This is an optimization exercise on Yosys and OpenROAD, whose aim is small area, not a production implementation.
At most, simulation tests tie the RTL to the original design; equivalence was not proved.
The RTL of runs 1 to 4 and 6 was laid out without a check of its function.
Power figures rest on the tool's default switching activity, not on a simulated workload.

==> design.v <==
`default_nettype none
`timescale 1ns/1ps
module avalon_regs (
	input  wire          CLK,
	input  wire          RESET,
	input  wire          avl_cs,
	input  wire          avl_read,
	input  wire          avl_write,
	input  wire [3:0]    avl_byte_en,
	input  wire [8:0]    avl_addr,
	input  wire [31:0]   avl_writedata,
	output logic [31:0]  readdata,
	output logic [255:0] objects,
	output logic [255:0] palette
);
	logic [3:0]  widx;
	logic [31:0] words [16];
	logic [31:0] rd_word;
	assign widx = {avl_addr[8], avl_addr[2:0]};
	logic [31:0] wdata;
	assign wdata = avl_writedata & {32{~RESET}};
	logic [15:0] wsel;
	logic [3:0]  lsel;
	assign lsel = avl_byte_en | {4{RESET}};
	for (genvar w = 0; w < 16; w++) begin : g_word
		assign wsel[w] = RESET | (avl_cs & avl_write & (widx == w));
		for (genvar b = 0; b < 4; b++) begin : g_lane
			always_ff @(posedge CLK) begin
				if (wsel[w] & lsel[b]) words[w][b*8 +: 8] <= wdata[b*8 +: 8];
			end
		end
		if (w < 8) begin : g_obj
			assign objects[w*32 +: 32] = words[w];
		end else begin : g_pal
			assign palette[(w-8)*32 +: 32] = words[w];
		end
	end
	logic [15:0] rsel;
	logic        rhold;
	assign rhold = ~RESET & ~(avl_cs & avl_read);
	always_comb begin
		rd_word = readdata & {32{rhold}};
		for (int w = 0; w < 16; w++) begin
			rsel[w] = ~RESET & avl_cs & avl_read & (widx == w);
			rd_word = rd_word | (words[w] & {32{rsel[w]}});
		end
	end
	always_ff @(posedge CLK) begin
		readdata <= rd_word;
	end
endmodule
`default_nettype wire
`default_nettype none
`timescale 1ns/1ps
module vga_timing (
	input  wire        CLK,
	input  wire        RESET,
	output logic       pix_en,
	output logic [9:0] draw_x,
	output logic [9:0] draw_y,
	output logic       vis1,
	output logic       top1,
	output logic       hs,
	output logic       vs,
	output logic       blank,
	output logic       pixel_clk
);
	logic pix_phase;
	assign pix_en    = pix_phase;
	assign pixel_clk = pix_phase;
	always_ff @(posedge CLK) begin
		if (RESET) begin
			pix_phase <= 1'b0;
			draw_x    <= '0;
			draw_y    <= '0;
		end else begin
			pix_phase <= ~pix_phase;
			if (pix_en) begin
				if (draw_x == 10'd799) begin
					draw_x <= '0;
					if (draw_y == 10'd524) draw_y <= '0;
					else draw_y <= draw_y + 1'b1;
				end else begin
					draw_x <= draw_x + 1'b1;
				end
			end
		end
	end
	logic x0;
	assign x0 = (draw_x == 10'd0);
	assign vis1 = (draw_x != 10'd0) && (draw_x <= 10'd640) && (draw_y < 10'd480);
	assign top1 = x0 ? ((draw_y != 10'd0) && (draw_y <= 10'd240)) : (draw_y < 10'd240);
	assign blank = (draw_x >= 10'd2) && (draw_x < 10'd642) && (draw_y < 10'd480);
	assign hs    = !((draw_x >= 10'd658) && (draw_x < 10'd754));
	assign vs    = (draw_x >= 10'd2) ? !((draw_y == 10'd490) || (draw_y == 10'd491))
	                                 : !((draw_y == 10'd491) || (draw_y == 10'd492));
endmodule
`default_nettype wire
`default_nettype none
`timescale 1ns/1ps
module object_scanner (
	input  wire         CLK,
	input  wire         pix_en,
	input  wire [9:0]   draw_x,
	input  wire [9:0]   draw_y,
	input  wire [255:0] objects,
	output logic [3:0]  idx
);
	function automatic logic in_span(
		input logic [9:0] p,
		input logic [9:0] o,
		input logic [1:0] k
	);
		logic [10:0] b;
		logic [9:0]  x;
		logic [9:0]  z;
		b[0] = 1'b0;
		for (int i = 0; i < 10; i++) begin
			x[i]   = p[i] ^ o[i];
			z[i]   = (x[i] == b[i]);
			b[i+1] = (~p[i] & o[i]) | (~x[i] & b[i]);
		end
		in_span = !b[10] && ((z[9:3] | (7'b0000111 >> (2'd3 - k))) == 7'h7f);
	endfunction
	function automatic logic obj_covers(
		input logic [31:0] obj,
		input logic [9:0]  px,
		input logic [9:0]  py
	);
		obj_covers = (obj[31:26] != 6'd0) && (obj[5:2] != 4'd15) &&
			in_span(px, obj[25:16], obj[27:26]) && in_span(py, obj[15:6], obj[27:26]);
	endfunction
	logic [3:0] idx_next;
	always_comb begin
		idx_next = 4'd15;
		for (int i = 7; i >= 0; i--) begin
			if (obj_covers(objects[i*32 +: 32], draw_x, draw_y)) idx_next = objects[i*32 + 2 +: 4];
		end
	end
	always_ff @(posedge CLK) begin
		if (pix_en) idx <= idx_next;
	end
endmodule
`default_nettype wire
`default_nettype none
`timescale 1ns/1ps
module layer_mixer (
	input  wire          CLK,
	input  wire          RESET,
	input  wire          pix_en,
	input  wire          vis1,
	input  wire          top1,
	input  wire [3:0]    idx,
	input  wire [255:0]  palette,
	output logic [11:0]  rgb
);
	logic [3:0]  sel_idx;
	logic [31:0] sel_entry;
	logic [11:0] sel_rgb;
	assign sel_idx   = (idx == 4'd15) ? {1'b0, top1, 2'b11} : idx;
	assign sel_entry = palette[sel_idx[3:1]*32 +: 32];
	assign sel_rgb   = sel_idx[0] ? sel_entry[24:13] : sel_entry[12:1];
	always_ff @(posedge CLK) begin
		if (RESET) begin
			rgb <= '0;
		end else if (pix_en) begin
			rgb <= vis1 ? sel_rgb : '0;
		end
	end
endmodule
`default_nettype wire
`default_nettype none
`timescale 1ns/1ps
module sprite_display_top (
	input  wire         CLK,
	input  wire         RESET,
	input  wire         avl_cs,
	input  wire         avl_read,
	input  wire         avl_write,
	input  wire [3:0]   avl_byte_en,
	input  wire [8:0]   avl_addr,
	input  wire [31:0]  avl_writedata,
	output logic [31:0] readdata,
	output logic [3:0]  red,
	output logic [3:0]  green,
	output logic [3:0]  blue,
	output logic        hs,
	output logic        vs,
	output logic        blank,
	output logic        pixel_clk
);
	logic [255:0] objects;
	logic [255:0] palette;
	logic         pix_en;
	logic [9:0]   draw_x;
	logic [9:0]   draw_y;
	logic         vis1;
	logic         top1;
	logic [3:0]   idx;
	logic [11:0]  rgb;
	avalon_regs i_avalon_regs (
		.CLK          (CLK),
		.RESET        (RESET),
		.avl_cs       (avl_cs),
		.avl_read     (avl_read),
		.avl_write    (avl_write),
		.avl_byte_en  (avl_byte_en),
		.avl_addr     (avl_addr),
		.avl_writedata(avl_writedata),
		.readdata     (readdata),
		.objects      (objects),
		.palette      (palette)
	);
	vga_timing i_vga_timing (
		.CLK      (CLK),
		.RESET    (RESET),
		.pix_en   (pix_en),
		.draw_x   (draw_x),
		.draw_y   (draw_y),
		.vis1     (vis1),
		.top1     (top1),
		.hs       (hs),
		.vs       (vs),
		.blank    (blank),
		.pixel_clk(pixel_clk)
	);
	object_scanner i_scanner (
		.CLK    (CLK),
		.pix_en (pix_en),
		.draw_x (draw_x),
		.draw_y (draw_y),
		.objects(objects),
		.idx    (idx)
	);
	layer_mixer i_layer_mixer (
		.CLK    (CLK),
		.RESET  (RESET),
		.pix_en (pix_en),
		.vis1   (vis1),
		.top1   (top1),
		.idx    (idx),
		.palette(palette),
		.rgb    (rgb)
	);
	assign red   = rgb[11:8];
	assign green = rgb[7:4];
	assign blue  = rgb[3:0];
endmodule
`default_nettype wire
==> run.sh <==
#!/bin/bash
# synth_recipe.tcl (not shown) runs the flow's synth.tcl, then flattens the netlist and writes it again
# the make line also repeats each setting of config.mk as NAME=value (left out here)
make -C /OpenROAD-flow-scripts/flow DESIGN_CONFIG=/design/flow/config.mk WORK_HOME=/design/flow/orfs CLKGATE_MAP_FILE= SYNTH_SCRIPT=/design/flow/synth_recipe.tcl finish
==> config.mk <==
export PLATFORM = sky130hd
export DESIGN_NAME = sprite_display_top
export DESIGN_NICKNAME = sprite_display_top
export VERILOG_FILES = /design/flow/design.v
export SDC_FILE = /design/flow/constraint.sdc
export NUM_CORES = 4
export LEC_CHECK = 0
export CAP_MARGIN = 20
export CORE_MARGIN = 2
export CORE_UTILIZATION = 40
export CTS_BUF_LIST = sky130_fd_sc_hd__clkbuf_8
export CTS_CLUSTER_DIAMETER = 50
export CTS_CLUSTER_SIZE = 16
export PLACE_DENSITY = 0.6
export SLEW_MARGIN = 20
==> constraint.sdc <==
create_clock -name core_clock -period 8.0 [get_ports {CLK}]
set_input_delay 1.6000 -clock core_clock [delete_from_list [all_inputs] [get_ports {CLK}]]
set_output_delay 1.6000 -clock core_clock [all_outputs]
set_load 0.01 [all_outputs]
==> results of run 1 <==
-- placed cells by master (no fill, tap or decap), types with 7 or more instances in the layout --
cell type / instances
dfxtp_1: 65
nor2_1: 101
nand2_1: 97
o21ai_0: 28
nor3_1: 14
mux2_2: 7
buf_4: 57
a22oi_1: 163
edfxtp_1: 516
nand4_1: 48
nor2_2: 13
clkbuf_8: 61
nor4_2: 9
nor2b_2: 13
a31o_2: 35
a222oi_1: 21
a31o_1: 10
or4_1: 17
a21oi_1: 56
inv_6: 10
nand3_1: 31
a221oi_1: 40
o2bb2ai_1: 7
bufinv_16: 7
nor4_1: 11
fa_1: 112
nor2b_1: 23
xnor2_1: 13
a211oi_2: 10
nand2b_1: 9
and3_1: 64
nand4b_1: 7
a211oi_1: 26
ha_1: 37
inv_1: 103
o22ai_1: 10
a22o_1: 25
mux2i_1: 37
nor2_4: 10
clkdlybuf4s50_1: 91
-- path summary, 6_finish.rpt --
kind,from,endpoint,slack [ns],cells after the start
setup / recovery,i_vga_timing.draw_y[1]$_SDFFE_PP0P_,i_scanner.idx[0]$_DFFE_PP_,1.33,20
hold / removal,i_avalon_regs.words[2][1]$_DFFE_PP_,i_avalon_regs.readdata[1]$_DFF_P_,0.50,2
setup reg to reg,i_vga_timing.draw_y[1]$_SDFFE_PP0P_,i_scanner.idx[0]$_DFFE_PP_,1.33,20
hold reg to reg,i_avalon_regs.words[2][1]$_DFFE_PP_,i_avalon_regs.readdata[1]$_DFF_P_,0.50,2
-- power by group --
group | switching, uW | internal, uW
logic | 473 | 242
clock network | 1150 | 979
registers | 180 | 3590
-- registers in the layout (all words and copies together) (netlist names) --
register	flops
i_layer_mixer.rgb	12
i_avalon_regs.words	512
i_vga_timing.pix_phase	1
i_avalon_regs.readdata	32
i_scanner.idx	4
i_vga_timing.draw_y	10
i_vga_timing.draw_x	10
-- synthesized netlist by cell type, drive strengths merged, types with 22 or more instances --
cell	count	share of area [%]
fa	112	8.3
o21ai	32	0.59
nand4	48	1.1
clkbuf	80	1.1
dfxtp	65	4.8
nor2b	36	0.83
nand2	98	1.4
mux2i	38	1.4
a211oi	36	1.2
a221oi	40	1.3
buf	26	0.49
nand3	32	0.59
and3	64	1.5
a22oi	163	4.5
nor2	124	1.7
a22o	25	0.81
edfxtp	516	57
nor4	22	0.59
a21oi	57	1.1
ha	37	1.7
inv	97	1.3
a31o	45	1.5
-- layer usage --
metal	wire length [um]	part of all wire (%)	up-vias	track usage [%]
li1	-	-	7861	-
met1	40300	39	9827	39.9
met2	45900	45	1304	44.7
met3	11800	12	252	7.20
met4	4440	4.3	4	11.7
met5	23	0.022	-	0
-- worst min-delay path: stages (launching register included) --
cell	delay, ns
edfxtp_1	0.33
a222oi_1	0.09
nand3_1	0.07
-- area by class of cell --
type                            count  area, um^2  area share, %
Sequential cell                   581       16800           54.6
Tap cell                          873        1090           3.55
Antenna cell                        1        2.50        0.00814
Clock inverter                     44         495           1.61
Clock buffer                       61         840           2.73
Inverter                           98         368           1.20
Multi-Input combinational cell   1178        9790           31.9
Timing Repair Buffer              149        1350           4.39
-- cells by family after synthesis --
family,Yosys count,synth area share (%)
compound gates,469,13.2
mux,46,1.82
xor+xnor,17,0.549
simple gates,497,9.58
buf+inv,204,2.95
fa+ha+maj,149,9.97
flops,581,61.9
-- metrics by stage --
stage	total power (uW)	worst slack, ns
2_1_floorplan	4120	2.69
3_3_place_gp	4520	1.58
3_5_place_dp	4530	1.44
4_1_cts	6610	1.42
5_1_grt	6800	1.13
6_report	6620	1.33
==> impl_results.md, run 1 <==
* Post-Place Cells at 2,878
* Leak at 0.0104 uW
* Fraction of layout instances using a drive strength above 1 at 13.0%
* RSZ-0062 raised after global routing: no
* Max-slew violations at 0
* Sequential area share after synthesis at 61.9%
* Worst Setup End Kind: flop
* Final Util at 45.8%
* Ys async rst share at 0%
* Detailed Place HPWL at 69.7 mm
* Syn_nets at 2,162
* Slowest CP cell: o311ai_0
* WL final at 102 mm
* # nets final at 2,263
* Post-Layout Inst Area at 0.0307 mm^2
* Cts hold-fix bufs at 0
* DR WL/cell at 34.3 um
* HP Class: flop to flop
* GRT Total Usage at 29.1%
* Worst EP required at 8.53 ns
* Max rail drop VDD at 0.150 mV
* Status: finished clean
* Max Fclk at 0.150 GHz
* Placed cell area at 0.0293 mm^2
* Root buffer cell: clkbuf_8
* Post-route ant nets at 0
* Relative slew slack at 18.4%
* Clock Path Buffers at 3
* Hold WS at 0.501 ns
* Worst Tran Pin Value at 1.22 ns
* Arrival time at the worst endpoint at 7.19 ns
* Final-report hold violation count at 0
* Largest net degree at the start of global routing at 73
* YS warnings at 5
* Total grt overflow at 0
* Clk slew on worst S/H paths at 0.09 ns
* Setup violations, final at 0
* Max-Cap Viols at 0
* Fillers at 5,908
* Mean Syn Cell Area at 13.8 um^2
* Initial antenna violation count at 5
* Drt via density at 6.45
* Final min period at 6.67 ns
* Fin Setup TNS at 0 ns
* Unique masters post-synth at 71
* Post-synth top flop: edfxtp_1
* Fin cells at 2,985
* CTS Buf Count at 56
* Crit path max fanout at 9
* DIE AREA at 0.0699 mm^2
* Total I/O pin count at 98
* DRC at 0
* DR pass1 iterations at 7
* Die Ht at 264 um
* Clock latency (worst-skew pair) at 0.70 ns
* Resize count post-CTS at 0
* Crit path kind: flop to flop
* Post-synth EDFFs at 516
* CP most frequent cell: fa_1
* Slowest stage delay, CP at 0.48 ns
* Crit path buf inv count at 3
* Vias in the first global route at 19.2k
* Initial Util at 40.4%
* Wire length of the first global-routing pass at 144 mm
* Rows at 95
* PortBufs at 92
* CTS sink count at 581
* CP startpoint kind: flop
* Htree depth at 2
* Tcrit/Tclk final at 83.3%
* Core area at 0.0672 mm^2
* Largest delay share family, worst path: adder cells
* Post-Synthesis Cells at 1,963
* TritonCTS clock tree: yes
* Worst path cell trace: inv_1 > ha_1 > a31o_2 > a21oi_1 > fa_1 > fa_1 > inv_1 > fa_1 > fa_1 > fa_1 > fa_1 > inv_1 > fa_1 > nand4b_1 > nor4_1 > o311ai_0 > o211ai_1 > o221ai_1 > a41o_1 > o21ai_1
* Cell Pwr Density at 215 mW/mm^2
* Mapped cell area at 0.0271 mm^2
* #FFs+latches synth at 581
* Fin Clk Skew at 0.0341 ns
* Post-CTS setup buffer count at 0
* Routed via count at 19.2k
* Final GP Congestion at 1.03
* Iteration-0 DRC Markers at 2,863
* Die Span X at 264 um
* Area grow syn2layout at 13.3%
==> inputs of run 2 (changes only) <==
--- a/config.mk
+++ b/config.mk
@@ -10,5 +10,5 @@
 export CORE_UTILIZATION = 40
-export CTS_BUF_LIST = sky130_fd_sc_hd__clkbuf_8
-export CTS_CLUSTER_DIAMETER = 50
-export CTS_CLUSTER_SIZE = 16
+export CTS_BUF_LIST = sky130_fd_sc_hd__clkbuf_16
+export CTS_CLUSTER_DIAMETER = 80
+export CTS_CLUSTER_SIZE = 28
 export PLACE_DENSITY = 0.6
==> run 2 against run 1 <==
Combinational power about the same. Utilization fell by 0.36 points. Fmax is 0.36% lower. Sequential power about the same. Clock skew is 0.0051 ns lower. Clock power decreased by 11%. Sequential share of layout area up 0.44 points. First-iteration DRC count increased by 6.0%. Flip-flop and latch count stayed put. Count of clock-buffer cells in the layout decreased by 30. Critical endpoint is now i_scanner.idx[3]$_DFFE_PP_. Largest cell class unchanged. Highest routed layer unchanged.
==> impl_results.md, run 2 <==
* Area grow syn2layout at 12.4% (was 13.3%)
* HP Class: flop to flop (unchanged)
* Rows at 95 (unchanged)
* Synth area leader: edfxtp_1 (unchanged)
* Post-synth EDFFs at 516 (unchanged)
* DR pass1 iterations at 6 (was 7)
* Drt via density at 6.52 (was 6.45)
* RSZ-0062 raised after global routing: no (unchanged)
* Root buffer cell: clkbuf_16 (was clkbuf_8)
* Resize count post-CTS at 0 (unchanged)
* Max-slew violations at 0 (unchanged)
* Clock Path Buffers at 3 (unchanged)
* #FFs+latches synth at 581 (unchanged)
* Fin Setup TNS at 0 ns (unchanged)
* Biggest register: i_avalon_regs.words (unchanged)
* Final GP Congestion at 1.03 (unchanged)
* Tcrit/Tclk final at 83.6% (was 83.3%)
* CP most frequent cell: fa_1 (unchanged)
* Leak at 0.0103 uW (was 0.0104 uW)
* Largest regs: i_avalon_regs.words x512, i_avalon_regs.readdata x32, i_layer_mixer.rgb x12 (unchanged)
* Clock latency (worst-skew pair) at 0.64 ns (was 0.70 ns)
* Total I/O pin count at 98 (unchanged)
* Die Span X at 264 um (unchanged)
* Yosys top cell area share at 57.1% (unchanged)
* DR WL/cell at 34.8 um (was 34.3 um)
* Fin Clk Skew at 0.0290 ns (was 0.0341 ns)
* Worst Tran Pin Value at 1.22 ns (about the same)
* CP startpoint kind: flop (unchanged)
* Mapped cell area at 0.0271 mm^2 (unchanged)
* Core area at 0.0672 mm^2 (unchanged)
* Max rail drop VDD at 0.163 mV (was 0.150 mV)
* Worst path cell trace: inv_1 > ha_1 > a31o_2 > a21oi_1 > fa_1 > fa_1 > inv_1 > fa_1 > fa_1 > fa_1 > fa_1 > inv_1 > fa_1 > nand4b_1 > nor4_1 > o311ai_0 > o211ai_1 > o221ai_1 > a41o_1 > o21ai_1 (unchanged)
* Most numerous cell in the Yosys netlist: edfxtp_1 (unchanged)
* Final-report hold violation count at 0 (unchanged)
* Largest net degree at the start of global routing at 73 (unchanged)
* DRC at 0 (unchanged)
* Total grt overflow at 0 (unchanged)
* Mean Syn Cell Area at 13.8 um^2 (unchanged)
* Synth cell count leaders: edfxtp_1, a22oi_1, nor2_1 (unchanged)
* Top post-synthesis cells by area: edfxtp_1, fa_1, dfxtp_1, a22oi_1, nor2_1 (unchanged)
* Ys async rst share at 0% (unchanged)
* Syn_nets at 2,162 (unchanged)
* WL final at 102 mm (about the same)
* Hold WS at 0.499 ns (was 0.501 ns)
* Sequential area share after synthesis at 61.9% (unchanged)
* Final Util at 45.4% (was 45.8%)
* TritonCTS clock tree: yes (unchanged)
* Wire length of the first global-routing pass at 143 mm (was 144 mm)
* DIE AREA at 0.0699 mm^2 (unchanged)
* Largest register FFs at 512 (unchanged)
* Fraction of layout instances using a drive strength above 1 at 11.2% (was 13.0%)
* Die Ht at 264 um (unchanged)
* Vias in the first global route at 19.1k (was 19.2k)
* Initial Util at 40.4% (unchanged)
* Post-synth top flop: edfxtp_1 (unchanged)
* Crit path max fanout at 9 (unchanged)
* Post-route ant nets at 0 (unchanged)
* Arrival time at the worst endpoint at 7.17 ns (was 7.19 ns)
* CTS Buf Count at 30 (was 56)
* Most common cell after layout, fill and taps aside: edfxtp_1 (unchanged)
* Unique masters post-synth at 71 (unchanged)
* Routed via count at 19.1k (was 19.2k)
* YS warnings at 5 (unchanged)
* Worst EP required at 8.48 ns (was 8.53 ns)
* Clk slew on worst S/H paths at 0.10 ns (was 0.09 ns)
* Post-CTS setup buffer count at 0 (unchanged)
* Commonest cells after routing, fill and taps aside: edfxtp_1, a22oi_1, fa_1, inv_1, nor2_1 (unchanged)
* Slowest stage delay, CP at 0.49 ns (was 0.48 ns)
* Crit path kind: flop to flop (unchanged)
* Initial antenna violation count at 10 (was 5)
* Final min period at 6.69 ns (was 6.67 ns)
* Htree depth at 1 (was 2)
* R2r setup slk at 1.31 ns (was 1.33 ns)
* Detailed Place HPWL at 69.7 mm (unchanged)
* GRT Total Usage at 28.9% (was 29.1%)
* Tot Pwr at 6380 uW (was 6620 uW)
* # nets final at 2,237 (was 2,263)
* Status: finished clean (unchanged)
* Iteration-0 DRC Markers at 3,036 (was 2,863)
* Slowest CP cell: nor4_1 (was o311ai_0)
* Relative slew slack at 18.7% (was 18.4%)
* Worst Setup End Kind: flop (unchanged)
* Max-Cap Viols at 0 (unchanged)
* Cts hold-fix bufs at 0 (unchanged)
* PortBufs at 92 (unchanged)
* CTS sink count at 581 (unchanged)
* Post-Synthesis Cells at 1,963 (unchanged)
* Max Fclk at 0.149 GHz (was 0.150 GHz)
* Cell Pwr Density at 209 mW/mm^2 (was 215 mW/mm^2)
* Setup violations, final at 0 (unchanged)
run 2: cell counts after synthesis:
No cell type changed its count.
run 2: stage by stage:
stage | setup WS [ns] | instances | area [um^2]
after floorplan | 2.69 | 1963 | 27100
after CTS | 1.43 | 2933 | 30400
after global routing | 1.14 | 2934 | 30500
after global placement | 1.58 | 2876 | 29300
after detailed placement | 1.44 | 2878 | 29300
final | 1.31 | 2937 | 30500
run 2: worst max-delay path, delay by kind of cell, from the launching register on:
kind | cells | cell delay [ns]
buffers and inverters | 3 | 0.42
adders and majority gates | 8 | 2.97
and+or+nand+nor | 2 | 0.68
AOI/OAI and AO/OA | 7 | 2.01
DFF | 1 | 0.43
run 2: per-layer routing:
metal / wire, um / GRT usage, % / vias to the layer above
met5: 36 / 0 / -
met2: 46300 / 45.2 / 1351
met3: 11400 / 6.06 / 209
met1: 40500 / 40.2 / 9793
li1: - / - / 7789
met4: 3860 / 9.92 / 6
run 2: power breakdown:
group | internal [uW] | switching (uW) | leakage (uW)
sequential | 3590 | 179 | 0.00532
clock | 819 | 1070 | 0.000537
combinational | 242 | 473 | 0.00441
total | 4650 | 1720 | 0.0103
run 2: worst paths after layout:
| kind | start | end | cells after the start |
|---|---|---|---|
| worst max-delay path | i_vga_timing.draw_y[1]$_SDFFE_PP0P_ | i_scanner.idx[3]$_DFFE_PP_ | 20 |
| worst min-delay path | i_avalon_regs.words[10][31]$_DFFE_PP_ | i_avalon_regs.readdata[31]$_DFF_P_ | 2 |
| worst max register to register | i_vga_timing.draw_y[1]$_SDFFE_PP0P_ | i_scanner.idx[3]$_DFFE_PP_ | 20 |
| worst min register to register | i_avalon_regs.words[10][31]$_DFFE_PP_ | i_avalon_regs.readdata[31]$_DFF_P_ | 2 |
run 2: layout make-up:
| class | instances | area, um^2 |
|---|---|---|
| inverter | 98 | 368 |
| timing repair buffer | 149 | 1360 |
| clock inverter | 24 | 298 |
| sequential | 581 | 16800 |
| tap | 873 | 1090 |
| fill | 5919 | 36700 |
| multi-input combinational | 1178 | 9800 |
| antenna | 3 | 7.51 |
| clock buffer | 31 | 776 |
run 2: kinds of logic (layout without fill, tap and decap cells):
kind of cell	count (synthesis)	count (layout)	share of synthesized area, %
flops	581	581	61.9
simple gates	497	497	9.58
compound gates	469	469	13.2
buf+inv	204	302	2.95
fa+ha+maj	149	149	9.97
mux	46	46	1.82
xor+xnor	17	17	0.549
other cells	0	3	0
==> inputs of run 3 (changes only) <==
--- a/config.mk
+++ b/config.mk
@@ -7,3 +7,3 @@
 export LEC_CHECK = 0
-export CAP_MARGIN = 20
+export CAP_MARGIN = 0
 export CORE_MARGIN = 2
@@ -14,2 +14,2 @@
 export PLACE_DENSITY = 0.6
-export SLEW_MARGIN = 20
+export SLEW_MARGIN = 0
==> run 3 against run 2 <==
Still clean. Sequential share of layout area up 0.32 points. Clock skew increased by 0.0046 ns. Die area unchanged. Register-to-register slack gained 0.08 ns. Sequential power is essentially flat. Combinational power down 1%. Worst hold slack lost 0.018 ns. Routed wire length decreased by 0.33%. Count of clock-buffer cells in the layout unchanged. Critical endpoint unchanged. Largest power group unchanged. Highest routed layer unchanged.
==> impl_results.md, run 3 <==
* Max-slew violations at 0 (unchanged)
* Yosys top cell area share at 57.1% (unchanged)
* Fin Setup TNS at 0 ns (unchanged)
* Total I/O pin count at 98 (unchanged)
* PortBufs at 92 (unchanged)
* Largest regs: i_avalon_regs.words x512, i_avalon_regs.readdata x32, i_layer_mixer.rgb x12 (unchanged)
* CP startpoint kind: flop (unchanged)
* Leak at 0.0102 uW (was 0.0103 uW)
* Syn_nets at 2,162 (unchanged)
* Synth cell count leaders: edfxtp_1, a22oi_1, nor2_1 (unchanged)
* # nets final at 2,234 (was 2,237)
* Detailed Place HPWL at 69.7 mm (about the same)
* Synth area leader: edfxtp_1 (unchanged)
* Vias in the first global route at 19.1k (about the same)
* Top post-synthesis cells by area: edfxtp_1, fa_1, dfxtp_1, a22oi_1, nor2_1 (unchanged)
* Status: finished clean (unchanged)
* Sequential cell area at 0.0168 mm^2 (unchanged)
* Max rail drop VDD at 0.150 mV (was 0.163 mV)
* Number of diodes at 0 (was 3)
* Cts hold-fix bufs at 0 (unchanged)
* Post-synth EDFFs at 516 (unchanged)
* RSZ-0062 raised after global routing: no (unchanged)
* Fillers at 5,951 (was 5,919)
* Commonest cells after routing, fill and taps aside: edfxtp_1, a22oi_1, fa_1, nor2_1, inv_1 (was edfxtp_1, a22oi_1, fa_1, inv_1, nor2_1)
* Multi-input logic area at 0.00971 mm^2 (was 0.00980 mm^2)
* Fin cells at 2,931 (was 2,937)
* Core area at 0.0672 mm^2 (unchanged)
* Post-synth top flop: edfxtp_1 (unchanged)
* HP Class: flop to flop (unchanged)
* Ys async rst share at 0% (unchanged)
* Iteration-0 DRC Markers at 2,945 (was 3,036)
* Largest net degree at the start of global routing at 73 (unchanged)
* Mapped cell area at 0.0271 mm^2 (unchanged)
* GRT Total Usage at 28.9% (about the same)
* Fin Clk Skew at 0.0335 ns (was 0.0290 ns)
* Most common cell after layout, fill and taps aside: edfxtp_1 (unchanged)
* Final GP Congestion at 1.03 (unchanged)
* Post-route ant nets at 0 (unchanged)
* Most numerous cell in the Yosys netlist: edfxtp_1 (unchanged)
* Clock network power share at 29.1% (was 29.6%)
* Die Span X at 264 um (unchanged)
* Worst Setup End Kind: flop (unchanged)
* Htree depth at 1 (unchanged)
* Total grt overflow at 0 (unchanged)
* Routed via count at 19.1k (about the same)
* Crit path max fanout at 9 (unchanged)
* Worst EP required at 8.47 ns (was 8.48 ns)
* Fraction of layout instances using a drive strength above 1 at 9.67% (was 11.2%)
* Resize count post-CTS at 0 (unchanged)
* DR pass1 iterations at 6 (unchanged)
* Rows at 95 (unchanged)
* Max Fclk at 0.151 GHz (was 0.149 GHz)
* Power share of the combinational group at 11.2% (about the same)
* Biggest register: i_avalon_regs.words (unchanged)
* DRC at 0 (unchanged)
* Mean Syn Cell Area at 13.8 um^2 (unchanged)
* Cell Pwr Density at 208 mW/mm^2 (was 209 mW/mm^2)
* Tcrit/Tclk final at 82.7% (was 83.6%)
* YS warnings at 5 (unchanged)
* Clk slew on worst S/H paths at 0.11 ns (was 0.10 ns)
* Clock latency (worst-skew pair) at 0.64 ns (about the same)
* Final-report hold violation count at 0 (unchanged)
* Die Ht at 264 um (unchanged)
* Root buffer cell: clkbuf_16 (unchanged)
* Crit path kind: flop to flop (unchanged)
* WL final at 102 mm (about the same)
* CTS sink count at 581 (unchanged)
* Setup violations, final at 0 (unchanged)
* Max-Cap Viols at 0 (unchanged)
* Seq pwr share at 59.7% (was 59.1%)
* TritonCTS clock tree: yes (unchanged)
* Unique masters post-synth at 71 (unchanged)
* #FFs+latches synth at 581 (unchanged)
* Worst Tran Pin Value at 1.36 ns (was 1.22 ns)
* CTS Buf Count at 30 (unchanged)
* Post-CTS setup buffer count at 0 (unchanged)
* Initial Util at 40.4% (unchanged)
* Psw at 1730 uW (was 1720 uW)
* Post-Place Cells at 2,876 (was 2,878)
* Largest register FFs at 512 (unchanged)
* Relative slew slack at 9.04% (was 18.7%)
* Clock Path Buffers at 3 (unchanged)
* Sequential area share after synthesis at 61.9% (unchanged)
* Sw frac at 27.3% (was 27.0%)
* Arrival time at the worst endpoint at 7.08 ns (was 7.17 ns)
* Drt via density at 6.50 (was 6.52)
* Pint at 4590 uW (was 4650 uW)
* Wire length of the first global-routing pass at 143 mm (about the same)
* DR WL/cell at 34.7 um (was 34.8 um)
* Area grow syn2layout at 11.7% (was 12.4%)
* Initial antenna violation count at 5 (was 10)
* Post-Synthesis Cells at 1,963 (unchanged)
* DIE AREA at 0.0699 mm^2 (unchanged)
* Final min period at 6.61 ns (was 6.69 ns)
[run 3: changes by cell type in the layout (fill, tap and decap cells not counted), moves of 3 or more]
cell / previous run / this run
diode_2: 3 / 0
nor2_2: 14 / 5
nor2_1: 100 / 109
nor2b_1: 20 / 35
nor2b_2: 16 / 1
clkinv_8: 8 / 5
[run 3: kinds of logic after synthesis]
family / Yosys count / synth area share, %
mux: 46 / 1.82
flops: 581 / 61.9
xor+xnor: 17 / 0.549
buf+inv: 204 / 2.95
fa+ha+maj: 149 / 9.97
compound gates: 469 / 13.2
simple gates: 497 / 9.58
[run 3: cell type report]
type | count | share of cell area, %
Clock buffer | 31 | 2.56
Sequential cell | 581 | 55.4
Timing Repair Buffer | 146 | 4.37
Multi-Input combinational cell | 1178 | 32.0
Clock inverter | 24 | 0.809
Tap cell | 873 | 3.60
Inverter | 98 | 1.21
[run 3: power by group through the flow]
stage	Sequential [uW]	Combinational (uW)	Clock, uW
global route	3790	749	1950
detailed placement	3830	697	0
CTS	3760	702	1850
global placement	3820	692	0
floorplan	3760	360	0
finish	3770	708	1840
[run 3: metal layers]
metal | GRT usage, % | vias to the layer above | wire length [um] | share of wire [%]
met3 | 6.31 | 225 | 11300 | 11
met2 | 45.3 | 1256 | 46000 | 45
met5 | 0 | - | 55 | 0.054
met4 | 10.0 | 8 | 4020 | 4.0
li1 | - | 7789 | - | -
met1 | 39.8 | 9774 | 40400 | 40
[run 3: path summary, 6_finish.rpt]
path | cells past startpoint | slack [ns] | from | end
min | 2 | 0.48 | i_avalon_regs.words[14][20]$_DFFE_PP_ | i_avalon_regs.readdata[20]$_DFF_P_
min reg2reg | 2 | 0.48 | i_avalon_regs.words[14][20]$_DFFE_PP_ | i_avalon_regs.readdata[20]$_DFF_P_
max | 20 | 1.39 | i_vga_timing.draw_y[1]$_SDFFE_PP0P_ | i_scanner.idx[3]$_DFFE_PP_
max reg2reg | 20 | 1.39 | i_vga_timing.draw_y[1]$_SDFFE_PP0P_ | i_scanner.idx[3]$_DFFE_PP_
[run 3: critical path, cell delays in order, from the launching register on]
cell	delay (ns)
dfxtp_1	0.43
inv_1	0.27
ha_1	0.38
a31o_2	0.24
a21oi_1	0.24
fa_1	0.26
fa_1	0.18
inv_1	0.05
fa_1	0.43
fa_1	0.44
fa_1	0.45
fa_1	0.41
inv_1	0.08
fa_1	0.44
nand4b_1	0.19
nor4_1	0.44
o311ai_0	0.48
o211ai_1	0.39
o221ai_1	0.20
a41o_1	0.32
o21ai_1	0.14
[run 3: per-stage QoR]
stage / setup WS, ns / power, uW / hold slack (ns) / util (%) / cell area (um^2)
2_1_floorplan: 2.69 / 4120 / 0.431 / - / 27100
6_report: 1.39 / 6320 / 0.481 / 45.1 / 30300
4_1_cts: 1.44 / 6310 / 0.479 / 45.1 / 30300
5_1_grt: 1.12 / 6490 / 0.509 / 45.1 / 30300
3_5_place_dp: 1.47 / 4530 / 0.461 / 43.6 / 29300
3_3_place_gp: 1.58 / 4520 / 0.441 / 43.6 / 29300
==> inputs of run 4 (changes only) <==
==> flow/run.sh (new file) <==
#!/bin/bash
# the standard layout, with single-drive port buffers and a smaller clock tree
set -euo pipefail
bash standard.sh \
  "BUFFER_PORTS_ARGS=-buffer_cell sky130_fd_sc_hd__buf_1" \
  "CTS_ARGS=-sink_clustering_enable -repair_clock_nets -buf_list sky130_fd_sc_hd__clkbuf_16 -sink_clustering_size 28 -sink_clustering_max_diameter 80 -dont_use_dummy_load" \
  finish > standard.log 2>&1
==> standard.sh (new file) <==
#!/bin/bash
# synth_recipe.tcl (not shown) runs the flow's synth.tcl, then flattens the netlist and writes it again
# the make line also repeats each setting of config.mk as NAME=value (left out here)
make -C /OpenROAD-flow-scripts/flow DESIGN_CONFIG=/design/flow/config.mk WORK_HOME=/design/flow/orfs CLKGATE_MAP_FILE= SYNTH_SCRIPT=/design/flow/synth_recipe.tcl "${@:-finish}"
--- a/config.mk
+++ b/config.mk
@@ -7,9 +7,6 @@
 export LEC_CHECK = 0
-export CAP_MARGIN = 0
+export CAP_MARGIN = 20
 export CORE_MARGIN = 2
 export CORE_UTILIZATION = 40
-export CTS_BUF_LIST = sky130_fd_sc_hd__clkbuf_16
-export CTS_CLUSTER_DIAMETER = 80
-export CTS_CLUSTER_SIZE = 28
 export PLACE_DENSITY = 0.6
-export SLEW_MARGIN = 0
+export SLEW_MARGIN = 20
removed: run.sh
==> run 4 against run 3 <==
Largest cell class unchanged. Critical path depth did not move. Largest power group unchanged. Critical endpoint is now i_scanner.idx[2]$_DFFE_PP_. Still clean. Design area is 2.4% lower. Die area is the same.
==> impl_results.md, run 4 <==
* Status: finished clean (unchanged)
* Slowest CP cell: fa_1 (was o311ai_0)
* Total I/O pin count at 98 (unchanged)
* Final min period at 6.34 ns (was 6.61 ns)
* Mapped cell area at 0.0271 mm^2 (unchanged)
* FF-to-FF End: i_scanner.idx[2]$_DFFE_PP_ (was i_scanner.idx[3]$_DFFE_PP_)
* Biggest register: i_avalon_regs.words (unchanged)
* YS warnings at 5 (unchanged)
* CP most frequent cell: fa_1 (unchanged)
* Worst EP required at 8.48 ns (was 8.47 ns)
* Arrival time at the worst endpoint at 6.82 ns (was 7.08 ns)
* DRC at 0 (unchanged)
* R2r setup slk at 1.66 ns (was 1.39 ns)
* Leak at 0.00988 uW (was 0.0102 uW)
* Post-Synthesis Cells at 1,963 (unchanged)
* Total grt overflow at 0 (unchanged)
* Worst path cell trace: inv_1 > ha_1 > a31o_2 > a21oi_1 > fa_1 > fa_1 > inv_1 > fa_1 > fa_1 > fa_1 > fa_1 > inv_1 > fa_1 > nand4b_1 > nor4_1 > o311ai_1 > o211ai_1 > o221ai_1 > a41o_1 > o21ai_1 (was inv_1 > ha_1 > a31o_2 > a21oi_1 > fa_1 > fa_1 > inv_1 > fa_1 > fa_1 > fa_1 > fa_1 > inv_1 > fa_1 > nand4b_1 > nor4_1 > o311ai_0 > o211ai_1 > o221ai_1 > a41o_1 > o21ai_1)
* Htree depth at 1 (unchanged)
* Worst Hold End: i_avalon_regs.readdata[31]$_DFF_P_ (was i_avalon_regs.readdata[20]$_DFF_P_)
* Fillers at 5,979 (was 5,951)
* Worst Setup End Kind: flop (unchanged)
* Post-route ant nets at 0 (unchanged)
* Ys async rst share at 0% (unchanged)
* Largest regs: i_avalon_regs.words x512, i_avalon_regs.readdata x32, i_layer_mixer.rgb x12 (unchanged)
* Root buffer cell: clkbuf_16 (unchanged)
* # nets final at 2,237 (was 2,234)
* Drt via density at 6.56 (was 6.50)
* Unique masters post-synth at 71 (unchanged)
* Worst Tran Pin Value at 1.28 ns (was 1.36 ns)
* Synth area leader: edfxtp_1 (unchanged)
* Post-synth EDFFs at 516 (unchanged)
* Top post-synthesis cells by area: edfxtp_1, fa_1, dfxtp_1, a22oi_1, nor2_1 (unchanged)
* CP startpoint kind: flop (unchanged)
* CTS Buf Count at 30 (unchanged)
* Final-report hold violation count at 0 (unchanged)
* Final GP Congestion at 1.02 (was 1.03)
* Slowest stage delay, CP at 0.46 ns (was 0.48 ns)
* Area grow syn2layout at 9.01% (was 11.7%)
* Initial antenna violation count at 5 (unchanged)
* Fin cells at 2,909 (was 2,931)
* Max Fclk at 0.158 GHz (was 0.151 GHz)
* Number of diodes at 0 (unchanged)
* Hold-critical path depth at 2 (unchanged)
* DR WL/cell at 35.2 um (was 34.7 um)
* Post-synth top flop: edfxtp_1 (unchanged)
* Vias in the first global route at 18.8k (was 19.1k)
* Most common cell after layout, fill and taps aside: edfxtp_1 (unchanged)
* Clock Path Buffers at 3 (unchanged)
* Setup violations, final at 0 (unchanged)
* #FFs+latches synth at 581 (unchanged)
* HP Class: flop to flop (unchanged)
* Iteration-0 DRC Markers at 3,032 (was 2,945)
* WL final at 102 mm (about the same)
* Worst Reg-to-Reg Cells at 20 (unchanged)
* Core area at 0.0672 mm^2 (unchanged)
* Max-Cap Viols at 0 (unchanged)
* Sequential area share after synthesis at 61.9% (unchanged)
* Commonest cells after routing, fill and taps aside: edfxtp_1, a22oi_1, fa_1, nor2_1, nand2_1 (was edfxtp_1, a22oi_1, fa_1, nor2_1, inv_1)
* Clk slew on worst S/H paths at 0.10 ns (was 0.11 ns)
* Detailed Place HPWL at 70.2 mm (was 69.7 mm)
* Sequential cell area at 0.0168 mm^2 (unchanged)
* Reg2Reg Launch Point: i_vga_timing.draw_y[1]$_SDFFE_PP0P_ (unchanged)
* Mean Syn Cell Area at 13.8 um^2 (unchanged)
* DR pass1 iterations at 5 (was 6)
* Crit path max fanout at 9 (unchanged)
* Syn_nets at 2,162 (unchanged)
* RSZ-0062 raised after global routing: no (unchanged)
* Post-CTS setup buffer count at 0 (unchanged)
* Cell Pwr Density at 205 mW/mm^2 (was 208 mW/mm^2)
* Initial Util at 40.4% (unchanged)
* Multi-input logic area at 0.00979 mm^2 (was 0.00971 mm^2)
* Max rail drop VDD at 0.188 mV (was 0.150 mV)
* GRT Total Usage at 28.9% (about the same)
* Max-slew violations at 0 (unchanged)
* Post-Place Cells at 2,877 (was 2,876)
* Die Span X at 264 um (unchanged)
* Die Ht at 264 um (unchanged)
* Routed via count at 19.1k (about the same)
* Relative slew slack at 14.0% (was 9.04%)
* Crit path kind: flop to flop (unchanged)
* Largest net degree at the start of global routing at 73 (unchanged)
* Fraction of layout instances using a drive strength above 1 at 10.3% (was 9.67%)
* Clock latency (worst-skew pair) at 0.63 ns (was 0.64 ns)
* Cts hold-fix bufs at 0 (unchanged)
* Largest register FFs at 512 (unchanged)
* CTS sink count at 581 (unchanged)
* Rows at 95 (unchanged)
* PortBufs at 92 (unchanged)
* DIE AREA at 0.0699 mm^2 (unchanged)
* Wire length of the first global-routing pass at 142 mm (was 143 mm)
* Fin Setup TNS at 0 ns (unchanged)
* Most numerous cell in the Yosys netlist: edfxtp_1 (unchanged)
* Yosys top cell area share at 57.1% (unchanged)
* Fin Clk Skew at 0.0659 ns (was 0.0335 ns)
* Min-delay src: i_avalon_regs.words[10][31]$_DFFE_PP_ (was i_avalon_regs.words[14][20]$_DFFE_PP_)
* TritonCTS clock tree: yes (unchanged)
* Resize count post-CTS at 0 (unchanged)
* Synth cell count leaders: edfxtp_1, a22oi_1, nor2_1 (unchanged)
* Tcrit/Tclk final at 79.3% (was 82.7%)
run 4: metrics by stage:
stage                     utilization [%]  cell area (um^2)  worst slack, ns  power [uW]  hold slack (ns)
after floorplan                         -             27100             2.69        4120            0.431
after global placement               42.8             28700             1.56        4480            0.450
after detailed placement             42.8             28800             1.51        4490            0.451
after CTS                            43.9             29500             1.51        6040            0.471
after global routing                 44.0             29600             1.35        6210            0.500
final                                44.0             29600             1.66        6050            0.472
run 4: logic make-up (layout without fill, tap and decap cells):
kind of cell	count (synthesis)	count (layout)	share of synthesized area [%]
compound gates	469	469	13.2
xor+xnor	17	17	0.549
fa+ha+maj	149	149	9.97
buf+inv	204	277	2.95
flops	581	581	61.9
mux	46	46	1.82
simple gates	497	497	9.58
run 4: layout make-up:
cell class	count	share of cell area [%]
clock buffer	30	2.54
tap	873	3.69
timing repair buffer	149	2.64
sequential	581	56.8
inverter	98	1.24
multi-input combinational	1178	33.1
run 4: worst max path at each step:
stage | from | to | slack [ns] | cells after the start
6_report | i_vga_timing.draw_y[1]$_SDFFE_PP0P_ | i_scanner.idx[2]$_DFFE_PP_ | 1.66 | 20
4_1_cts | i_vga_timing.draw_y[1]$_SDFFE_PP0P_ | i_scanner.idx[3]$_DFFE_PP_ | 1.51 | 20
5_1_grt | i_vga_timing.draw_y[1]$_SDFFE_PP0P_ | i_scanner.idx[2]$_DFFE_PP_ | 1.35 | 20
3_5_place_dp | i_vga_timing.draw_y[1]$_SDFFE_PP0P_ | i_scanner.idx[3]$_DFFE_PP_ | 1.51 | 20
2_1_floorplan | i_vga_timing.draw_y[1]$_SDFFE_PP0P_ | i_scanner.idx[0]$_DFFE_PP_ | 2.69 | 20
3_3_place_gp | i_vga_timing.draw_y[1]$_SDFFE_PP0P_ | i_scanner.idx[0]$_DFFE_PP_ | 1.56 | 20
run 4: worst max-delay path, delay by kind of cell, from the launching register on:
family / cells / cell delay, ns
buf+inv: 3 / 0.42
compound gates: 7 / 1.76
flops: 1 / 0.43
simple gates: 2 / 0.62
fa+ha+maj: 8 / 2.98
run 4: metal layers:
metal  track usage [%]  part of all wire [%]
met1              39.9                    39
met2              45.2                    45
met3              6.06                    11
met4              10.5                   3.9
met5                 0                 0.039
run 4: report_power, final:
group	switching (uW)	internal (uW)
Combinational	473	207
Sequential	179	3590
Clock	934	665
==> inputs of run 5 (changes only) <==
--- a/design.v
+++ b/design.v
@@ -21,10 +21,8 @@
 	assign wdata = avl_writedata & {32{~RESET}};
-	logic [15:0] wsel;
-	logic [3:0]  lsel;
-	assign lsel = avl_byte_en | {4{RESET}};
 	for (genvar w = 0; w < 16; w++) begin : g_word
-		assign wsel[w] = RESET | (avl_cs & avl_write & (widx == w));
 		for (genvar b = 0; b < 4; b++) begin : g_lane
+			logic we;
+			assign we = RESET | (avl_cs & avl_write & avl_byte_en[b] & (widx == w));
 			always_ff @(posedge CLK) begin
-				if (wsel[w] & lsel[b]) words[w][b*8 +: 8] <= wdata[b*8 +: 8];
+				if (we) words[w][b*8 +: 8] <= wdata[b*8 +: 8];
 			end
@@ -37,14 +35,9 @@
 	end
-	logic [15:0] rsel;
-	logic        rhold;
-	assign rhold = ~RESET & ~(avl_cs & avl_read);
-	always_comb begin
-		rd_word = readdata & {32{rhold}};
-		for (int w = 0; w < 16; w++) begin
-			rsel[w] = ~RESET & avl_cs & avl_read & (widx == w);
-			rd_word = rd_word | (words[w] & {32{rsel[w]}});
-		end
-	end
-	always_ff @(posedge CLK) begin
-		readdata <= rd_word;
+	assign rd_word = words[widx];
+	always_ff @(posedge CLK) begin
+		if (RESET) begin
+			readdata <= '0;
+		end else if (avl_cs & avl_read) begin
+			readdata <= rd_word;
+		end
 	end
==> run.sh (new file) <==
#!/bin/bash
# synth_recipe.tcl (not shown) runs the flow's synth.tcl, then flattens the netlist and writes it again
# the make line also repeats each setting of config.mk as NAME=value (left out here)
make -C /OpenROAD-flow-scripts/flow DESIGN_CONFIG=/design/flow/config.mk WORK_HOME=/design/flow/orfs CLKGATE_MAP_FILE= SYNTH_SCRIPT=/design/flow/synth_recipe.tcl finish
removed: flow/run.sh
removed: standard.sh
==> run 5 against run 4 <==
Still clean. Sequential share of layout area shrank 4.5 points. Combinational power is 21% higher. Design area increased by 8.5%. Register-to-register slack got worse by 0.26 ns. Count of clock-buffer cells in the layout up 52. Worst hold slack got worse by 0.024 ns. Fmax fell by 4.0%. Via count rose by 7.2%. Critical endpoint unchanged. Largest power group unchanged.
==> impl_results.md, run 5 <==
* Seq pwr share at 49.6% (was 62.3%)
* Top post-synthesis cells by area: edfxtp_1, fa_1, dfxtp_1, a22oi_1, a21oi_1 (was edfxtp_1, fa_1, dfxtp_1, a22oi_1, nor2_1)
* Largest register FFs at 512 (unchanged)
* Post-synth top flop: edfxtp_1 (unchanged)
* #FFs+latches synth at 581 (unchanged)
* Vias in the first global route at 20.0k (was 18.8k)
* Post-synth EDFFs at 516 (unchanged)
* Clk slew on worst S/H paths at 0.06 ns (was 0.10 ns)
* Pint at 5550 uW (was 4460 uW)
* Worst path cell trace: inv_1 > ha_1 > a31o_2 > a21oi_1 > fa_1 > fa_1 > inv_1 > fa_1 > fa_1 > fa_1 > fa_1 > inv_1 > fa_1 > nand4_1 > a41oi_1 > o2111ai_1 > nand2_1 > a21oi_1 > o31ai_1 (was inv_1 > ha_1 > a31o_2 > a21oi_1 > fa_1 > fa_1 > inv_1 > fa_1 > fa_1 > fa_1 > fa_1 > inv_1 > fa_1 > nand4b_1 > nor4_1 > o311ai_1 > o211ai_1 > o221ai_1 > a41o_1 > o21ai_1)
* Sequential area share after synthesis at 60.8% (was 61.9%)
* Iteration-0 DRC Markers at 2,945 (was 3,032)
* DIE AREA at 0.0712 mm^2 (was 0.0699 mm^2)
* Post-CTS setup buffer count at 0 (unchanged)
* GRT Total Usage at 31.0% (was 28.9%)
* Drt via density at 6.59 (was 6.56)
* Core area at 0.0685 mm^2 (was 0.0672 mm^2)
* Biggest register: i_avalon_regs.words (unchanged)
* Crit path max fanout at 10 (was 9)
* Root buffer cell: clkbuf_16 (unchanged)
* Status: finished clean (unchanged)
* DR pass1 iterations at 9 (was 5)
* Psw at 1970 uW (was 1590 uW)
* Total grt overflow at 0 (unchanged)
* Htree depth at 3 (was 1)
* Ys async rst share at 0% (unchanged)
* Clock network power share at 39.4% (was 26.4%)
* Cell Pwr Density at 234 mW/mm^2 (was 205 mW/mm^2)
* Most common cell after layout, fill and taps aside: edfxtp_1 (unchanged)
* Synth area leader: edfxtp_1 (unchanged)
* Cts hold-fix bufs at 0 (unchanged)
* Total I/O pin count at 98 (unchanged)
* RSZ-0062 raised after global routing: no (unchanged)
* Mapped cell area at 0.0276 mm^2 (was 0.0271 mm^2)
* Max-slew violations at 0 (unchanged)
* DR WL/cell at 35.5 um (was 35.2 um)
* Clock Path Buffers at 3 (unchanged)
* # nets final at 2,365 (was 2,237)
* Largest net degree at the start of global routing at 81 (was 73)
* Final GP Congestion at 0.970 (was 1.02)
* Mean Syn Cell Area at 13.5 um^2 (was 13.8 um^2)
* Worst Setup End Kind: flop (unchanged)
* Wire length of the first global-routing pass at 153 mm (was 142 mm)
* Worst Tran Pin Value at 1.20 ns (was 1.28 ns)
* Sw frac at 26.2% (about the same)
* Tot Pwr at 7520 uW (was 6050 uW)
* Largest regs: i_avalon_regs.words x512, i_avalon_regs.readdata x32, i_layer_mixer.rgb x12 (unchanged)
* Most numerous cell in the Yosys netlist: edfxtp_1 (unchanged)
* Slowest CP cell: o2111ai_1 (was fa_1)
* Crit path kind: flop to flop (unchanged)
* Unique masters post-synth at 69 (was 71)
* DRC at 0 (unchanged)
* Max-Cap Viols at 0 (unchanged)
* Post-Place Cells at 2,979 (was 2,877)
* Syn_nets at 2,244 (was 2,162)
* CTS Buf Count at 66 (was 30)
* Max rail drop VDD at 0.134 mV (was 0.188 mV)
* Slowest stage delay, CP at 0.57 ns (was 0.46 ns)
* Post-Synthesis Cells at 2,045 (was 1,963)
* Routed via count at 20.5k (was 19.1k)
* Post-Layout Inst Area at 0.0321 mm^2 (was 0.0296 mm^2)
* Hold WS at 0.448 ns (was 0.472 ns)
* PortBufs at 92 (unchanged)
* CP startpoint kind: flop (unchanged)
* CTS sink count at 581 (unchanged)
* Tcrit/Tclk final at 82.6% (was 79.3%)
* Setup violations, final at 0 (unchanged)
* Detailed Place HPWL at 73.7 mm (was 70.2 mm)
* Fraction of layout instances using a drive strength above 1 at 12.7% (was 10.3%)
* Placed cell area at 0.0299 mm^2 (was 0.0288 mm^2)
* YS warnings at 5 (unchanged)
* Commonest cells after routing, fill and taps aside: edfxtp_1, a22oi_1, fa_1, a21oi_1, nand2_1 (was edfxtp_1, a22oi_1, fa_1, nor2_1, nand2_1)
* Fin cells at 3,103 (was 2,909)
* Max Fclk at 0.151 GHz (was 0.158 GHz)
* Final min period at 6.60 ns (was 6.34 ns)
* Synth cell count leaders: edfxtp_1, a22oi_1, fa_1 (was edfxtp_1, a22oi_1, nor2_1)
* Area grow syn2layout at 16.2% (was 9.01%)
* Post-route ant nets at 0 (unchanged)
* Power share of the combinational group at 11.0% (was 11.2%)
* Relative slew slack at 19.4% (was 14.0%)
* Clock latency (worst-skew pair) at 0.62 ns (was 0.63 ns)
* Die Ht at 267 um (was 264 um)
* Leak at 0.0111 uW (was 0.00988 uW)
* Yosys top cell area share at 56.1% (was 57.1%)
* Initial Util at 40.4% (about the same)
* Arrival time at the worst endpoint at 6.99 ns (was 6.82 ns)
* Die Span X at 267 um (was 264 um)
* Resize count post-CTS at 0 (unchanged)
* Fin Setup TNS at 0 ns (unchanged)
* Fin Clk Skew at 0.0189 ns (was 0.0659 ns)
* Rows at 96 (was 95)
* CP most frequent cell: fa_1 (unchanged)
* Initial antenna violation count at 2 (was 5)
* Final-report hold violation count at 0 (unchanged)
* WL final at 110 mm (was 102 mm)
* Worst EP required at 8.39 ns (was 8.48 ns)
* HP Class: flop to flop (unchanged)
* TritonCTS clock tree: yes (unchanged)
==> run 5: changes by cell type after synthesis, sizes merged, moves of 19 or more <==
| cell | before | now |
|---|---|---|
| a211oi | 36 | 1 |
| a21oi | 57 | 108 |
| a222oi | 21 | 0 |
| a31o | 45 | 18 |
| and3 | 64 | 14 |
| clkbuf | 80 | 99 |
| nand3 | 32 | 88 |
| nor2 | 124 | 54 |
| o21bai | 0 | 65 |
| o221ai | 5 | 36 |
==> run 5: critical path, delay by kind of cell (launching register included) <==
kind	cells	cell delay, ns
compound gates	6	2.09
fa+ha+maj	8	2.75
buf+inv	3	0.54
flops	1	0.35
simple gates	2	0.62
==> run 5: metal layers <==
metal / routed length (um) / part of all wire (%) / GRT usage [%] / vias up
met3: 13000 / 12 / 7.03 / 256
met5: 11 / 0.010 / 0 / -
met2: 48900 / 44 / 46.9 / 1466
li1: - / - / - / 8270
met1: 43300 / 39 / 43.0 / 10467
met4: 5040 / 4.6 / 13.3 / 2
==> run 5: power by group through the flow <==
stage               logic (uW)  registers [uW]  clock network [uW]
finish                     826            3730                2970
global route               860            3750                3110
CTS                        806            3730                3000
detailed placement         802            3790                   0
global placement           794            3780                   0
floorplan                  413            3720                   0
==> run 5: final timing paths <==
kind | start | end | slack, ns | cells after the start
worst min-delay path | i_avalon_regs.readdata[22]$_SDFFE_PP0P_ | i_avalon_regs.readdata[22]$_SDFFE_PP0P_ | 0.45 | 2
worst max register to register | i_vga_timing.draw_y[1]$_SDFFE_PP0P_ | i_scanner.idx[2]$_DFFE_PP_ | 1.40 | 19
worst max-delay path | i_vga_timing.draw_y[1]$_SDFFE_PP0P_ | i_scanner.idx[2]$_DFFE_PP_ | 1.40 | 19
worst min register to register | i_avalon_regs.readdata[22]$_SDFFE_PP0P_ | i_avalon_regs.readdata[22]$_SDFFE_PP0P_ | 0.45 | 2
==> run 5: cell type report <==
type                       count  area (um^2)
clock buffer                  82         1800
tap                          882         1100
timing repair buffer         170         1500
antenna                        2         5.00
inverter                     101          379
sequential                   581        16800
fill                        6066        36400
multi-input combinational   1246        10200
clock inverter                39          309
==> run 5: cell families after synthesis <==
logic type	count (synthesis)	synth area share (%)
XOR/XNOR	17	0.539
multiplexers	47	1.77
flip-flops	581	60.8
adder cells (fa/ha/maj)	149	9.79
AND/OR/NAND/NOR	461	8.97
AO/OA/AOI/OAI	572	15.0
buffers and inverters	218	3.19
==> run 5: through the flow <==
stage | util (%) | worst slack [ns]
2_1_floorplan | - | 2.63
3_3_place_gp | 43.6 | 1.61
3_5_place_dp | 43.7 | 1.48
4_1_cts | 46.8 | 1.50
5_1_grt | 46.9 | 1.19
6_report | 46.9 | 1.40
==> inputs of run 6 (changes only) <==
--- a/design.v
+++ b/design.v
@@ -21,8 +21,10 @@
 	assign wdata = avl_writedata & {32{~RESET}};
+	logic [15:0] wsel;
+	logic [3:0]  lsel;
+	assign lsel = avl_byte_en | {4{RESET}};
 	for (genvar w = 0; w < 16; w++) begin : g_word
+		assign wsel[w] = RESET | (avl_cs & avl_write & (widx == w));
 		for (genvar b = 0; b < 4; b++) begin : g_lane
-			logic we;
-			assign we = RESET | (avl_cs & avl_write & avl_byte_en[b] & (widx == w));
 			always_ff @(posedge CLK) begin
-				if (we) words[w][b*8 +: 8] <= wdata[b*8 +: 8];
+				if (wsel[w] & lsel[b]) words[w][b*8 +: 8] <= wdata[b*8 +: 8];
 			end
@@ -35,9 +37,14 @@
 	end
-	assign rd_word = words[widx];
-	always_ff @(posedge CLK) begin
-		if (RESET) begin
-			readdata <= '0;
-		end else if (avl_cs & avl_read) begin
-			readdata <= rd_word;
-		end
+	logic [15:0] rsel;
+	logic        rhold;
+	assign rhold = ~RESET & ~(avl_cs & avl_read);
+	always_comb begin
+		rd_word = readdata & {32{rhold}};
+		for (int w = 0; w < 16; w++) begin
+			rsel[w] = ~RESET & avl_cs & avl_read & (widx == w);
+			rd_word = rd_word | (words[w] & {32{rsel[w]}});
+		end
+	end
+	always_ff @(posedge CLK) begin
+		readdata <= rd_word;
 	end
==> flow/run.sh (new file) <==
#!/bin/bash
# the standard layout, with an area-oriented abc mapping script (registers untouched),
# single-drive port buffers and a smaller clock tree
set -euo pipefail
here=$(pwd)
export FLOW_SYNTH_TCL=$here/synth_recipe.tcl
export MY_ABC_SCRIPT=$here/flow/area.abc
bash standard.sh \
  "SYNTH_SCRIPT=$here/flow/my_synth.tcl" \
  "BUFFER_PORTS_ARGS=-buffer_cell sky130_fd_sc_hd__buf_1" \
  "CTS_ARGS=-sink_clustering_enable -repair_clock_nets -buf_list sky130_fd_sc_hd__clkbuf_16 -sink_clustering_size 28 -sink_clustering_max_diameter 80 -dont_use_dummy_load" \
  finish > standard.log 2>&1
==> flow/area.abc (new file) <==
&get -n
&st
&dch
&nf -R 1000
&st
&syn2
&if -g -K 6
&synch2
&nf -R 1000
&st
&syn2
&if -g -K 6
&synch2
&nf -R 1000
&put
==> flow/my_synth.tcl (new file) <==
# The standard flow's synthesis script, with ORFS's abc call given this folder's abc script
set f [open $::env(FLOW_SYNTH_TCL)]; set my_txt [read $f]; close $f
set f [open $::env(SCRIPTS_DIR)/synth.tcl]; set synth_txt [read $f]; close $f
set synth_txt [string map [list {log_cmd abc {*}$abc_args} "lset abc_args 1 $::env(MY_ABC_SCRIPT); log_cmd abc {*}\$abc_args"] $synth_txt]
set my_txt [string map [list {source $::env(SCRIPTS_DIR)/synth.tcl} $synth_txt] $my_txt]
eval $my_txt
==> standard.sh (new file) <==
#!/bin/bash
# synth_recipe.tcl (not shown) runs the flow's synth.tcl, then flattens the netlist and writes it again
# the make line also repeats each setting of config.mk as NAME=value (left out here)
make -C /OpenROAD-flow-scripts/flow DESIGN_CONFIG=/design/flow/config.mk WORK_HOME=/design/flow/orfs CLKGATE_MAP_FILE= SYNTH_SCRIPT=/design/flow/synth_recipe.tcl "${@:-finish}"
--- a/config.mk
+++ b/config.mk
@@ -7,3 +7,3 @@
 export LEC_CHECK = 0
-export CAP_MARGIN = 20
+export CAP_MARGIN = 0
 export CORE_MARGIN = 2
@@ -11,2 +11,2 @@
 export PLACE_DENSITY = 0.6
-export SLEW_MARGIN = 20
+export SLEW_MARGIN = 0
removed: run.sh
==> run 6 against run 5 <==
Still clean on timing, DRC and antenna. Clock skew rose by 0.048 ns. Synthesized cell count fell by 13%. First-iteration DRC count fell by 9.3%. Utilization fell by 2.6 points. Count of clock-buffer cells in the layout fell by 53. Global-route usage fell by 1.5 points. Non-clock buffer count fell by 29. Critical path depth rose by 1. Via count fell by 10%. Fmax fell by 4.9%. Design area fell by 9.5%. Worst setup slack got worse by 0.34 ns. Critical path type unchanged. Largest power group unchanged.
==> impl_results.md, run 6 <==
* Post-synth EDFFs at 516 (unchanged)
* WL final at 101 mm (was 110 mm)
* Max-slew violations at 0 (unchanged)
* GRT Total Usage at 29.5% (was 31.0%)
* Initial antenna violation count at 1 (was 2)
* Worst EP required at 8.49 ns (was 8.39 ns)
* Post-Synthesis Cells at 1,775 (was 2,045)
* Synth Area in Simple Gates at 7.90% (was 8.97%)
* Sequential area share after synthesis at 63.7% (was 60.8%)
* Unique masters post-synth at 51 (was 69)
* Initial Util at 40.3% (was 40.4%)
* Final GP Congestion at 1.02 (was 0.970)
* Mean Syn Cell Area at 14.9 um^2 (was 13.5 um^2)
* Leak at 0.00923 uW (was 0.0111 uW)
* Crit path kind: flop to flop (unchanged)
* Worst Tran Pin Value at 1.28 ns (was 1.20 ns)
* Htree depth at 1 (was 3)
* Final-report hold violation count at 0 (unchanged)
* CP most frequent cell: fa_1 (unchanged)
* Detailed Place HPWL at 68.2 mm (was 73.7 mm)
* Syn_nets at 1,974 (was 2,244)
* Die Span X at 261 um (was 267 um)
* DR pass1 iterations at 8 (was 9)
* Setup violations, final at 0 (unchanged)
* Core area at 0.0655 mm^2 (was 0.0685 mm^2)
* Yosys top cell area share at 58.8% (was 56.1%)
* Clock latency (worst-skew pair) at 0.64 ns (was 0.62 ns)
* Cts hold-fix bufs at 0 (unchanged)
* Most numerous cell in the Yosys netlist: edfxtp_1 (unchanged)
* Fin Clk Skew at 0.0670 ns (was 0.0189 ns)
* YS warnings at 5 (unchanged)
* XOR/XNOR share of the synthesized area at 0.531% (was 0.539%)
* Slowest CP cell: nor3_1 (was o2111ai_1)
* Fillers at 5,838 (was 6,066)
* Max rail drop VDD at 0.136 mV (was 0.134 mV)
* TritonCTS clock tree: yes (unchanged)
* Largest family of logic cells by synthesized area: compound AO/OA/AOI/OAI gates (unchanged)
* Total I/O pin count at 98 (unchanged)
* Fraction of layout instances using a drive strength above 1 at 6.32% (was 12.7%)
* Iteration-0 DRC Markers at 2,672 (was 2,945)
* DRC at 0 (unchanged)
* Tcrit/Tclk final at 86.8% (was 82.6%)
* Top post-synthesis cells by area: edfxtp_1, fa_1, dfxtp_1, a22oi_1, nor2_1 (was edfxtp_1, fa_1, dfxtp_1, a22oi_1, a21oi_1)
* Clock Path Buffers at 3 (unchanged)
* Post-synth top flop: edfxtp_1 (unchanged)
* Number of diodes at 0 (was 2)
* Die Ht at 261 um (was 267 um)
* Root buffer cell: clkbuf_16 (unchanged)
* Sequential cell area at 0.0168 mm^2 (unchanged)
* Ys async rst share at 0% (unchanged)
* Max-Cap Viols at 0 (unchanged)
* Max Fclk at 0.144 GHz (was 0.151 GHz)
* Slowest stage delay, CP at 0.92 ns (was 0.57 ns)
* Synth area leader: edfxtp_1 (unchanged)
* CP startpoint kind: flop (unchanged)
* RSZ-0062 raised after global routing: no (unchanged)
* Clk slew on worst S/H paths at 0.11 ns (was 0.06 ns)
* GRT busiest layer: met2 (unchanged)
* Total grt overflow at 0 (unchanged)
* # nets final at 2,146 (was 2,365)
* Arrival time at the worst endpoint at 7.43 ns (was 6.99 ns)
* Status: finished clean (unchanged)
* Cell Pwr Density at 209 mW/mm^2 (was 234 mW/mm^2)
* Largest regs: i_avalon_regs.words x512, i_avalon_regs.readdata x32, i_layer_mixer.rgb x12 (unchanged)
* Synth Area in Compound Gates at 12.2% (was 15.0%)
* Fin Setup TNS at 0 ns (unchanged)
* Area grow syn2layout at 10.1% (was 16.2%)
* CTS sink count at 581 (unchanged)
* CTS Buf Count at 29 (was 66)
* Mux contribution to synthesized area at 4.00% (was 1.77%)
* Biggest register: i_avalon_regs.words (unchanged)
* DR WL/cell at 35.8 um (was 35.5 um)
* PortBufs at 92 (unchanged)
* HP Class: flop to flop (unchanged)
* Worst Setup End Kind: flop (unchanged)
* #FFs+latches synth at 581 (unchanged)
* GR Layer Usage met1 at 40.6% (was 43.0%)
* Vias in the first global route at 18.0k (was 20.0k)
* Post-CTS setup buffer count at 0 (unchanged)
* Routed via count at 18.4k (was 20.5k)
* Post-route ant nets at 0 (unchanged)
* Relative slew slack at 14.8% (was 19.4%)
* Rows at 94 (was 96)
* Crit path max fanout at 9 (was 10)
* Commonest cells after routing, fill and taps aside: edfxtp_1, a22oi_1, nor2_1, fa_1, clkinv_1 (was edfxtp_1, a22oi_1, fa_1, a21oi_1, nand2_1)
* Most common cell after layout, fill and taps aside: edfxtp_1 (unchanged)
* Final min period at 6.94 ns (was 6.60 ns)
* Worst path cell trace: clkinv_1 > ha_1 > a31o_1 > a21oi_1 > fa_1 > fa_1 > clkinv_1 > fa_1 > fa_1 > fa_1 > fa_1 > clkinv_1 > fa_1 > nor3_1 > nand2_1 > nor3_1 > or2_0 > o2111ai_1 > a31oi_1 > a21o_1 (was inv_1 > ha_1 > a31o_2 > a21oi_1 > fa_1 > fa_1 > inv_1 > fa_1 > fa_1 > fa_1 > fa_1 > inv_1 > fa_1 > nand4_1 > a41oi_1 > o2111ai_1 > nand2_1 > a21oi_1 > o31ai_1)
* GR Util met3 at 5.89% (was 7.03%)
* Resize count post-CTS at 0 (unchanged)
* DIE AREA at 0.0680 mm^2 (was 0.0712 mm^2)
* Global Route met2 Usage at 45.4% (was 46.9%)
* Post-synthesis adder-cell area fraction at 10.3% (was 9.79%)
* Wire length of the first global-routing pass at 139 mm (was 153 mm)
* Hold WS at 0.465 ns (was 0.448 ns)
* Mapped cell area at 0.0264 mm^2 (was 0.0276 mm^2)
* Multi-input logic area at 0.00935 mm^2 (was 0.0102 mm^2)
* Largest register FFs at 512 (unchanged)
* Drt via density at 6.54 (was 6.59)
* Synth cell count leaders: edfxtp_1, a22oi_1, nor2_1 (was edfxtp_1, a22oi_1, fa_1)
* Largest net degree at the start of global routing at 36 (was 81)
run 6: cell families (layout without fill, tap and decap cells):
| family | Yosys count | after routing |
|---|---|---|
| AND/OR/NAND/NOR | 428 | 428 |
| AO/OA/AOI/OAI | 430 | 430 |
| XOR/XNOR | 16 | 16 |
| adder cells (fa/ha/maj) | 149 | 149 |
| flip-flops | 581 | 581 |
| multiplexers | 74 | 74 |
| buffers and inverters | 97 | 267 |
run 6: layout make-up:
type                       count  area share [%]
sequential                   581            57.8
multi-input combinational   1097            32.2
tap                          864            3.72
clock buffer                  29            2.50
timing repair buffer         141            2.47
inverter                      97            1.25
run 6: final timing paths:
check,start,endpoint,slack [ns],depth (start not counted)
max,i_vga_timing.draw_x[1]$_SDFFE_PP0P_,i_scanner.idx[1]$_DFFE_PP_,1.06,20
min,i_avalon_regs.words[9][26]$_DFFE_PP_,i_avalon_regs.readdata[26]$_DFF_P_,0.47,2
max reg2reg,i_vga_timing.draw_x[1]$_SDFFE_PP0P_,i_scanner.idx[1]$_DFFE_PP_,1.06,20
min reg2reg,i_avalon_regs.words[9][26]$_DFFE_PP_,i_avalon_regs.readdata[26]$_DFF_P_,0.47,2
run 6: critical path, delay by kind of cell, from the launching register on:
kind | cells | cell delay, ns
buf+inv | 3 | 0.52
flops | 1 | 0.47
simple gates | 4 | 1.69
fa+ha+maj | 8 | 3.02
compound gates | 5 | 1.08
run 6: metal layers:
metal,vias to the layer above,routed length [um]
li1,7412,-
met1,9444,39000
met2,1311,45100
met3,217,11500
met4,0,5060
met5,-,0
run 6: through the flow:
step	utilization, %	cell area (um^2)	std cells	worst slack [ns]	total power (uW)
final	44.3	29000	2809	1.06	6080
after global routing	44.3	29000	2809	0.734	6220
after CTS	44.3	29000	2809	1.22	6060
after detailed placement	43.2	28300	2780	1.20	4540
after global placement	43.2	28300	2780	1.32	4530
after floorplan	-	26400	1775	2.52	4130
run 6: where the power goes:
part | leakage [uW] | internal [uW] | switching [uW]
Sequential | 0.00526 | 3600 | 194
Combinational | 0.00361 | 222 | 479
Clock | 0.000357 | 645 | 933

-- afterwards: timing with drivers on the ports --
The flow's constraints put no driver on any port. The routed layouts listed below were extracted and timed again, unchanged, in two steps. Step 1 assumes that a clkbuf_16 drives the clock port and a buf_2 every other input. Step 2, shift: input delay + t, output delay - t, t = (earliest + latest rising clock arrival at the registers) / 2. This alone moves slack from input paths to output paths. a / b / c = ideal ports / drivers / drivers and shift; a / b = the first two.
run | t (ns) | setup WS [ns]
run 1 | 0.740 | 1.334 / 1.334 / 1.334
run 2 | 0.693 | 1.311 / 1.311 / 1.311
run 3 | 0.680 | 1.387 / 1.387 / 1.387
run 4 | 0.670 | 1.658 / 1.658 / 1.658
run 5 | 0.674 | 1.396 / 1.396 / 1.396
run 6 | 0.676 | 1.057 / 1.057 / 1.057
After both steps every run listed still meets setup and hold.
